This design comes from an exercise in tuning for small area on the open sky130 flow, not from production work.
In this exercise RTL edits were held to simulation tests only and were not proved equivalent to the original.
Power figures rest on the tool's default switching activity, not on a simulated workload.

Setup of yarrow:
Design processor, start of the top module:
module processor (
    input  logic        clock,
    input  logic        rst_n,
    output logic [31:0] address_imem,
    input  logic [31:0] q_imem,
    output logic [31:0] address_dmem,
    output logic [31:0] data,
    output logic        wren,
    input  logic [31:0] q_dmem,
    output logic        ctrl_writeEnable,
    output logic [4:0]  ctrl_writeReg,
    output logic [4:0]  ctrl_readRegA,
    output logic [4:0]  ctrl_readRegB,
    output logic [31:0] data_writeReg,
    input  logic [31:0] data_readRegA,
    input  logic [31:0] data_readRegB
);
    localparam logic [2:0] S_F = 3'd0, S_E1 = 3'd1, S_E2 = 3'd2, S_M = 3'd3, S_P = 3'd4,
                           S_R1 = 3'd5, S_R2 = 3'd6, S_R3 = 3'd7;
    logic [31:0] pc;      
    logic [31:0] x;       
    logic [31:0] y;       
    logic [4:0]  ra;      
    logic [2:0]  st;
    logic        we_r;
    logic        wren_r;
    logic        taken_r;
    logic [4:0]  op, rd, rs, rt, sh, fn;
    assign op = q_imem[31:27];
    assign rd = q_imem[26:22];
    assign rs = q_imem[21:17];
    assign rt = q_imem[16:12];
    assign sh = q_imem[11:7];
    assign fn = q_imem[6:2];
    logic is_r, is_j, is_bne, is_jal, is_jr, is_addi, is_blt, is_sw, is_lw;
    assign is_r    = (op == 5'd0);
    assign is_j    = (op == 5'd1);
    assign is_bne  = (op == 5'd2);
    assign is_jal  = (op == 5'd3);
    assign is_jr   = (op == 5'd4);
    assign is_addi = (op == 5'd5);
    assign is_blt  = (op == 5'd6);
    assign is_sw   = (op == 5'd7);
    assign is_lw   = (op == 5'd8);
    logic in_p, in_m, in_r4;
    assign in_p  = (st == S_P);
    assign in_m  = (st == S_M);
    assign in_r4 = (st == S_R1) || (st == S_R2) || (st == S_R3);
    logic is_sub, is_cmp, to_tgt;
    assign is_sub = is_r && (fn == 5'd1);
    assign is_cmp = is_sub || is_bne || is_blt;       
    assign to_tgt = is_j || is_jal;
    logic use_pc, use_y, use_port, use_nport, use_imm, use_tgt, cin;
    always_comb begin
        if (!rst_n) begin
  ...
==> flow/config.mk <==
export PLATFORM = sky130hd
export DESIGN_NAME = processor
export DESIGN_NICKNAME = processor
export VERILOG_FILES = /design/flow/design.v
export SDC_FILE = /design/flow/constraint.sdc
export NUM_CORES = 4
export LEC_CHECK = 0
export CAP_MARGIN = 0
export CORE_MARGIN = 2
export CORE_UTILIZATION = 70
export CTS_BUF_LIST = sky130_fd_sc_hd__clkbuf_8
export PLACE_DENSITY = 0.8
export SLEW_MARGIN = 0
==> flow/constraint.sdc <==
create_clock -name core_clock -period 10.0 [get_ports {clock}]
set_input_delay 2.0000 -clock core_clock [delete_from_list [all_inputs] [get_ports {clock}]]
set_output_delay 2.0000 -clock core_clock [all_outputs]
set_load 0.01 [all_outputs]
standard.sh (not shown) runs the stock make flow with config.mk's settings and CLKGATE_MAP_FILE= SYNTH_SCRIPT=/design/flow/synth_recipe.tcl, a recipe that flattens the netlist after the stock synthesis.
==> flow/flow/run.sh <==
#!/bin/bash
# Standard ORFS layout with two changes: ABC maps the logic with an area script
# (flow/area.abc), and the port buffers use the smallest buffer cell.
# Each tool's output goes to a log file in this folder.
set -euo pipefail
here=$(pwd)
# the standard synthesis script, with abc's -script replaced
cat > "$here/synth_area.tcl" <<EOF
proc abc {args} {
    set i [lsearch -exact \$args -script]
    if {\$i >= 0} {
        lset args [expr {\$i + 1}] {$here/flow/area.abc}
    }
    yosys abc {*}\$args
}
source {$here/synth_recipe.tcl}
EOF
export BUFFER_PORTS_ARGS="-buffer_cell sky130_fd_sc_hd__buf_1"
bash standard.sh "SYNTH_SCRIPT=$here/synth_area.tcl" synth > synth.log 2>&1
bash standard.sh "BUFFER_PORTS_ARGS=$BUFFER_PORTS_ARGS" finish > layout.log 2>&1
==> flow/flow/area.abc <==
strash
&get -n
&st
&dch -f
&nf -R 1000
&put
topo
yarrow reached the final stage; the timing, design-rule and antenna checks on its layout passed.
Modified inputs, raven compared to yarrow
==> flow/flow/run.sh <==
#!/bin/bash
# Standard ORFS layout with three changes: ABC maps the logic with flow/area.abc,
# the port buffers use the smallest buffer cell, and clock tree synthesis adds
# no dummy loads. Each tool's output goes to a log file in this folder.
set -euo pipefail
here=$(pwd)
# the standard synthesis script, with abc's -script replaced
cat > "$here/synth_area.tcl" <<EOF
proc abc {args} {
    set i [lsearch -exact \$args -script]
    if {\$i >= 0} {
        lset args [expr {\$i + 1}] {$here/flow/area.abc}
    }
    yosys abc {*}\$args
}
source {$here/synth_recipe.tcl}
EOF
export BUFFER_PORTS_ARGS="-buffer_cell sky130_fd_sc_hd__buf_1"
export CTS_ARGS="-sink_clustering_enable -repair_clock_nets -buf_list sky130_fd_sc_hd__clkbuf_8 -dont_use_dummy_load"
bash standard.sh "SYNTH_SCRIPT=$here/synth_area.tcl" synth > synth.log 2>&1
bash standard.sh "BUFFER_PORTS_ARGS=$BUFFER_PORTS_ARGS" "CTS_ARGS=$CTS_ARGS" finish > layout.log 2>&1
## What came out
- Total power of raven is lower than that of yarrow.
- On sequential share of layout area, yarrow and raven are basically level.
- yarrow -> raven: number of vias after detailed routing flat
- First-pass GRT wire length essentially unchanged between yarrow and raven.
- Summary of raven over yarrow: count of placed standard cells in the final layout, fillers left out went down 6; net switching share of the total power went down by 0.56 points.
[inputs] umber vs raven
==> flow/flow/area.abc <==
strash
&get -n
&st
&dch -f
&nf -R 1000
&put
strash
&get -n
&st
&dch -f
&nf -R 1000
&put
topo
==> comparison <==
- Run comparison: umber worst setup path startpoint q_imem[5]; raven worst setup path startpoint q_imem[30]
- On maximum frequency, raven beats umber.
- | die height | umber vs raven | ≈ equal |
- The sequential cell area fraction in the yosys report on umber is in line with that on raven.
- raven ended up with met4 as its top routing layer in use; umber ended up with met5.
- Changes observed in umber relative to raven: power went down about 0.38%; leakage power of the design went up 1.4%.
- Looking at final area across umber and raven, the one that comes out lower is raven.
- The non-clock buffering overhead in the final layout in umber sits 0.55 points above the value recorded for raven.
- Changes observed in umber relative to raven: routed wire length climbed 1.3%; setup slack of the critical path after layout down 930 ps; minimum clock period after layout went up 930 ps.
- The final reports for umber and raven show layout overhead on the synthesized area higher in the former.

==> afterwards: timing with drivers on the ports <==
The flow's constraints put no driver on any port. The routed layouts listed below were extracted and timed again, unchanged, in two steps.
Step 1, drivers: a clkbuf_16 drives clock and a buf_2 each remaining input, both assumed.
Step 2 times the ports against the registers' clock, not the clock port: input delays grow and output delays shrink by t, the midpoint of the rising clock arrivals with the driver on.
a / b / c = ideal ports / drivers / drivers and shift; a / b = the first two.
run	t (ns)	setup WS [ns]	worst data-port slew with drivers (ns)
yarrow	0.435	1.307 / 1.328 / 0.893	0.09
raven	0.416	1.281 / 1.300 / 0.884	0.08
umber	0.425	0.346 / 0.359 / -0.066	0.04
With both steps, setup timing fails in umber, where it was met with ideal ports. The setup slack of yarrow, which loses most, moves by +0.021 ns with the drivers and by -0.414 ns with both steps.
